This design comes from an exercise in tuning for small area, a short achievable clock period and few clock cycles per item on the open sky130 flow, not from production work.
No functional check of the RTL was part of any run shown here.

==> flow/design.v (outline; a module is shown in full before it is edited, if it fits) <==
// module keyframe_displacement_test_core: 1293 lines
module keyframe_displacement_test_core
(
  input  wire logic        clk_i,
  input  wire logic        rst_ni,
  input  wire logic        in_valid,
  output logic             in_stall,
  input  wire logic [16:0] ref_x_i,
  input  wire logic [16:0] ref_y_i,
  input  wire logic [16:0] cur_x_i,
  input  wire logic [16:0] cur_y_i,
  input  wire logic        valid_req_i,
  input  wire logic        has_reference_i,
  input  wire logic        last_i,
  output logic             out_valid,
  input  wire logic        out_stall,
  output logic             is_keyframe_o,
  output logic [12:0]      match_count_o,
  output logic [29:0]      distance_sum_o,
  input  wire logic        cfg_valid,
  output logic             cfg_ready,
  input  wire logic [1:0]  cfg_index_i,
  input  wire logic [15:0] cfg_data_i
);
  // ...
==> flow/flow/run.sh <==
#!/bin/bash
# The standard layout (standard.sh: ORFS from synthesis to the final
# layout, unchanged synthesis), with two settings changed through the
# environment:
#  - the port buffers that buffer_ports inserts on every input and output are
#    a plain buffer cell (buf_2) instead of the default choice;
#  - setup repair aims at 5.4 ns of slack on the 9 ns clock, so it keeps
#    improving paths down to about 3.6 ns.
# The make output goes to standard.log; ORFS keeps each step's own log under
# orfs/logs/.
export BUFFER_PORTS_ARGS="-buffer_cell sky130_fd_sc_hd__buf_2"
export SETUP_SLACK_MARGIN=5.4
bash standard.sh > standard.log 2>&1
==> flow/standard.sh <==
#!/bin/bash
# synth_recipe.tcl (not shown) runs the flow's synth.tcl, then flattens the netlist and writes it again
# the make line also repeats each setting of config.mk as NAME=value (left out here)
make -C /OpenROAD-flow-scripts/flow DESIGN_CONFIG=/design/flow/config.mk WORK_HOME=/design/flow/orfs CLKGATE_MAP_FILE= SYNTH_SCRIPT=/design/flow/synth_recipe.tcl "${@:-finish}"
==> flow/config.mk <==
export PLATFORM = sky130hd
export DESIGN_NAME = keyframe_displacement_test_core
export DESIGN_NICKNAME = keyframe_displacement_test_core
export VERILOG_FILES = /design/flow/design.v
export SDC_FILE = /design/flow/constraint.sdc
export NUM_CORES = 4
export LEC_CHECK = 0
export CAP_MARGIN = 20
export CORE_MARGIN = 2
export CORE_UTILIZATION = 60
export CTS_CLUSTER_DIAMETER = 100
export CTS_CLUSTER_SIZE = 30
export SLEW_MARGIN = 20
==> flow/constraint.sdc <==
create_clock -name core_clock -period 9.0 [get_ports {clk_i}]
set_input_delay 1.8000 -clock core_clock [delete_from_list [all_inputs] [get_ports {clk_i}]]
set_output_delay 1.8000 -clock core_clock [all_outputs]
set_load 0.01 [all_outputs]
==> summary.txt, run 1 <==
Floorplanning
  • Well tap count: between 1000 and 1500
  • Core area: 86800 µm²
  • Die W: 300 µm

Finish
  • # fillers: 6921
  • Fraction of area in multi-input gates: 46.5%
  • Biggest register: s1_m
  • Core Util, Final: 65.7%
  • Multi-In Gates: 3136
  • Clkbuf count: 60

Status
  • Outcome: complete, no violations

Worst setup path
  • WP data required: roughly 9.5 ns
  • Crit end category: flop
  • Startpoint Class: flop

Clock tree
  • Post-CTS sizing: 79
  • Clock Sinks: around 1100
  • Cts bufs inserted: 45

Timing
  • Slew HR: 36.6%
  • Final setup margin: between 5 and 6 ns
  • Final hold violations: 0

GRT
  • Met2 capacity usage during global routing: 37.5%
  • Met3 usage: about 2.2%
  • Gr busiest metal: met2
  • GRT Resource Usage Total: roughly 22%
  • Initial antenna violation count: 1
  • Grt total ovfl: 0
  • First-pass GRT wire length: ~160000 µm

Synthesis
  • Synth area leader: dfxtp_1
  • Synthesized area: approximately 53000 µm²
  • Async set-reset flop share out of synthesis: a little over a tenth
  • Commonest cells post-synth: dfxtp_1, nor2_1, inv_1
  • Ys Warns: 2
  • Most used flip-flop cell after synthesis: dfxtp_1
  • Synth Area in Adders: roughly 20%
  • Synth Area in XOR/XNOR: ~7.4%
  • Top post-synthesis cells by area: dfxtp_1, edfxtp_1, fa_1

Detailed routing
  • Metal2 WL: ~46000 µm
  • DRC violations left: 0
  • Met3 wire len: 3590 µm
  • DR pass1 iterations: 5

Hold path
  • Hold endpoint: s3_rad[22]$_DFF_P_
==> run 2, diff against run 1 <==
--- a/flow/config.mk
+++ b/flow/config.mk
@@ -9,5 +9,5 @@
 export CORE_MARGIN = 2
 export CORE_UTILIZATION = 60
 export CTS_CLUSTER_DIAMETER = 100
-export CTS_CLUSTER_SIZE = 30
+export CTS_CLUSTER_SIZE = 25
 export SLEW_MARGIN = 20
==> run 2 against run 1 <==
Against the previous run:
- critical path depth unchanged
- setup slack got worse by 0.0060 ns
- synthesized area did not move
- maximum frequency fell by 0.17%
- die area stayed put
- cell area up 0.32%
- flip-flop and latch count stayed put
- critical path type unchanged
- core utilization rose by 0.21 points
- largest cell class unchanged
==> summary.txt, run 2 <==
Finish
  • Area Growth Syn to Fin: 8.82%
  • Net count of the finished layout: about 5700
  • Top flop regs: s1_m (131), acc_t_q (41), s2_rad (35)
  • Max reg flops: ~130
  • Biggest register: s1_m
  • Cell area after layout: ~57000 µm²
  • # fillers: 6932 (+0.16%)
  • Most common cell after layout, fill and taps aside: dfxtp_1
  • Area occupied by multi-input gates: approximately 27000 µm²
  • Layout cells sized above 1: about an eighth
  • Core Util, Final: 65.9% (+0.21 points)
  • Most frequent cells in the layout: dfxtp_1, nor2_1, inv_1
  • FF/Latch Area: 24700 µm²

Timing
  • Slew HR: 36.3% (-0.36 points)
  • Worst Skew: slightly below 0.03 ns
  • Fin crit share: roughly 40%
  • Clock period minus worst slack: between 3 and 4 ns
  • Setup violators final: 0
  • Least-Margin Pin Slew: approximately 0.96 ns
  • Max-slew violations: 0
  • Final hold violations: 0 (unchanged)
  • RSZ-0062 raised after global routing: yes
  • Setup TNS: 0 ns
  • Max frequency: about 0.28 GHz

Floorplanning
  • Row count: roughly 110
  • Die height: 300 µm
  • Area of the die: 90000 µm²
  • Die W: 300 µm (unchanged)
  • I/O Pins: 141
  • Initial Util: between 60% and 70%
  • Core area: 86800 µm² (unchanged)

Worst setup path
  • Critical path class: flop to flop
  • Worst reg2reg path startpoint: s1_m[60]$_DFF_P_
  • CP endpoint: s2_rad[34]$_DFF_P_
  • CP peak stage delay: 0.57 ns
  • Cell depth of the worst setup path: 12
  • Most used cell, CP: fa_1
  • Crit path launch: s1_m[60]$_DFF_P_
  • Crit path max-delay family: compound AO/OA/AOI/OAI gates
  • WP data required: 9.54 ns (about the same)
  • Buf/Inv on CP: 0
  • Reg2Reg Setup Slack: approximately 5.4 ns
  • Slowest cell on crit path: fa_1
  • Worst r2r path cells: 12
  • Startpoint Class: flop
  • Arr. time, crit path: between 4 and 5 ns
  • Worst r2r dst: s2_rad[34]$_DFF_P_
  • Crit end category: flop
  • Crit-path cells: fa_1 > fa_1 > ha_4 > a21o_1 > a211oi_2 > nand3b_1 > a21oi_2 > nor2_4 > o41ai_4 > o21ai_2 > a221oi_2 > xnor2_1
  • CP Max Fanout: 5

Status
  • Outcome: complete, no violations

Clock tree
  • Htree depth: 2
  • Cts bufs inserted: 51 (+13%)
  • Clock buffer depth: 3
  • Reg clk slew, reported paths: 0.10 ns
  • Clock latency on the worst-skew pair: 0.66 ns
  • CTS tree: done
  • Clock Sinks: 1113 (unchanged)
  • Root buffer cell: clkbuf_16

Detailed routing
  • Detailed Route WL: between 90000 and 100000 µm
  • Routed Antenna Nets: 0
  • Drt initial violations: between 1500 and 2000
  • Vias/cell: 5.25
  • Avg WL per Cell: 15.9 µm
  • DR pass1 iterations: 5 (unchanged)
  • DRC violations left: 0 (unchanged)
  • Total number of vias: about 32000

Synthesis
  • Post-Synthesis Cells: between 4000 and 5000
  • #FFs+latches synth: ~1100
  • Number of synthesized flops with an enable pin: roughly 180
  • Commonest cells post-synth: dfxtp_1, nor2_1, inv_1
  • Ys Warns: 2 (unchanged)
  • Top cell type's share of synthesized area: about 31%
  • Netlist cell types: 86
  • Async set-reset flop share out of synthesis: 10.8% (unchanged)
  • Synthesized area: 52600 µm² (unchanged)
  • Syn_area_per_cell: 10.9 µm²
  • Most used flip-flop cell after synthesis: dfxtp_1
  • Sequential fraction of the synthesis area: 46.9%
  • Synthesized Nets: ~5600
  • Synth area leader: dfxtp_1
  • Top-count cell post-synth: dfxtp_1
  • Top post-synthesis cells by area: dfxtp_1, edfxtp_1, fa_1

Placement
  • Area after DPL: approximately 54000 µm²
  • RD Place Congestion: around 0.85
  • Buffers on Ports: between 100 and 150
  • DPL Wire Length: 72000 µm

GRT
  • Initial antenna violation count: 1 (unchanged)
  • First-pass GRT wire length: 163000 µm (+0.46%)
  • GRT Resource Usage Total: 22.1% (+0.12 points)
  • Grt total ovfl: 0 (unchanged)
  • Vias in the first global route: between 30000 and 40000
  • Pin count of the biggest net entering global routing: 75

Run
  • Max-cap violation count: 0

Hold path
  • Min-Delay Path Class: flop to flop
-- run 2: area by class of cell --
cell class,instances,share of cell area [%]
multi-input combinational,3136,46.5
sequential,1113,43.1
clock inverter,7,0.234
inverter,458,3.04
tap,1155,2.53
antenna,1,0.00438
timing repair buffer,203,2.23
clock buffer,70,2.37
-- run 2: metrics by stage --
step	std cells	worst slack, ns	hold WS, ns
floorplan	4843	5.34	0.310
global placement	6021	4.89	0.310
detailed placement	6022	4.84	0.312
CTS	6116	5.36	0.295
global route	6142	5.23	0.325
finish	6143	5.37	0.309
-- run 2: worst min path at each step --
stage                                   from  slack [ns]                  to  depth (start not counted)
after CTS                 s2_rad[22]$_DFF_P_        0.30  s3_rad[22]$_DFF_P_                          0
after detailed placement  s10_rad[9]$_DFF_P_        0.31  s11_rad[9]$_DFF_P_                          0
after global routing      s2_rad[12]$_DFF_P_        0.32  s3_rad[12]$_DFF_P_                          0
after floorplan                s9_hr$_DFF_P_        0.31      s10_hr$_DFF_P_                          0
final                     s2_rad[22]$_DFF_P_        0.31  s3_rad[22]$_DFF_P_                          0
after global placement     s4_rad[6]$_DFF_P_        0.31   s5_rad[6]$_DFF_P_                          0
-- run 2: layer usage --
layer	wire length [µm]	global-route usage, %	vias up
met5	0	0	-
met4	2090	4.70	0
met3	3840	2.38	130
met2	45800	37.5	550
met1	46200	30.8	15400
li1	-	-	16200
-- run 2: kinds of logic after synthesis --
| logic type | Yosys count | synth area share [%] |
|---|---|---|
| AO/OA/AOI/OAI | 762 | 9.15 |
| XOR/XNOR | 444 | 7.40 |
| adder cells (fa/ha/maj) | 665 | 19.6 |
| buffers and inverters | 595 | 4.27 |
| flip-flops | 1113 | 46.9 |
| multiplexers | 116 | 2.41 |
| other | 1 | 0.00713 |
| AND/OR/NAND/NOR | 1147 | 10.3 |
-- run 2: timing repair --
| item | CTS | global route |
|---|---|---|
| buffers inserted | 13 | 26 |
| pin swaps | 23 | 46 |
| hold endpoints to repair | 0 | 0 |
| gates resized for setup | 79 | 94 |
| hold buffers | 0 | 0 |
| endpoints found under the setup margin | 93 | 67 |
| gates cloned | 4 | 0 |
-- run 2: worst reg2reg max path, stage by stage, from the launching register on --
cell and delay (ns):
dfxtp_1 0.33, fa_1 0.49, fa_1 0.57, ha_4 0.23, a21o_1 0.21, a211oi_2 0.23
nand3b_1 0.18, a21oi_2 0.27, nor2_4 0.11, o41ai_4 0.43, o21ai_2 0.12, a221oi_2 0.28
xnor2_1 0.10

## separate check: timing with driven ports
No port has a modelled driver above. Below, the same layouts with a new extraction and two added sets of constraints.
Step 1 assumes that a clkbuf_16 drives the clock port and a buf_2 every other input.
Step 2 also shifts input and output timing later by t, the mid clock arrival at the registers, as if the neighbouring blocks saw the same clock.
Slacks: ideal ports / drivers / drivers and shift; pairs: ideal ports / drivers.
| run | shift t [ns] | slack for setup (ns) | slew at the worst register clock pin (ns) | worst slew at a driven data input, ns |
|---|---|---|---|---|
| run 1 | 0.707 | 5.372 / 5.372 / 4.943 | 0.12 / 0.12 | 0.06 |
| run 2 | 0.704 | 5.366 / 5.366 / 4.949 | 0.11 / 0.11 | 0.06 |
After both steps setup and hold are still met in every run listed. The setup slack of run 1, which loses most, moves by 0.000 ns with the drivers and by -0.429 ns with both steps.
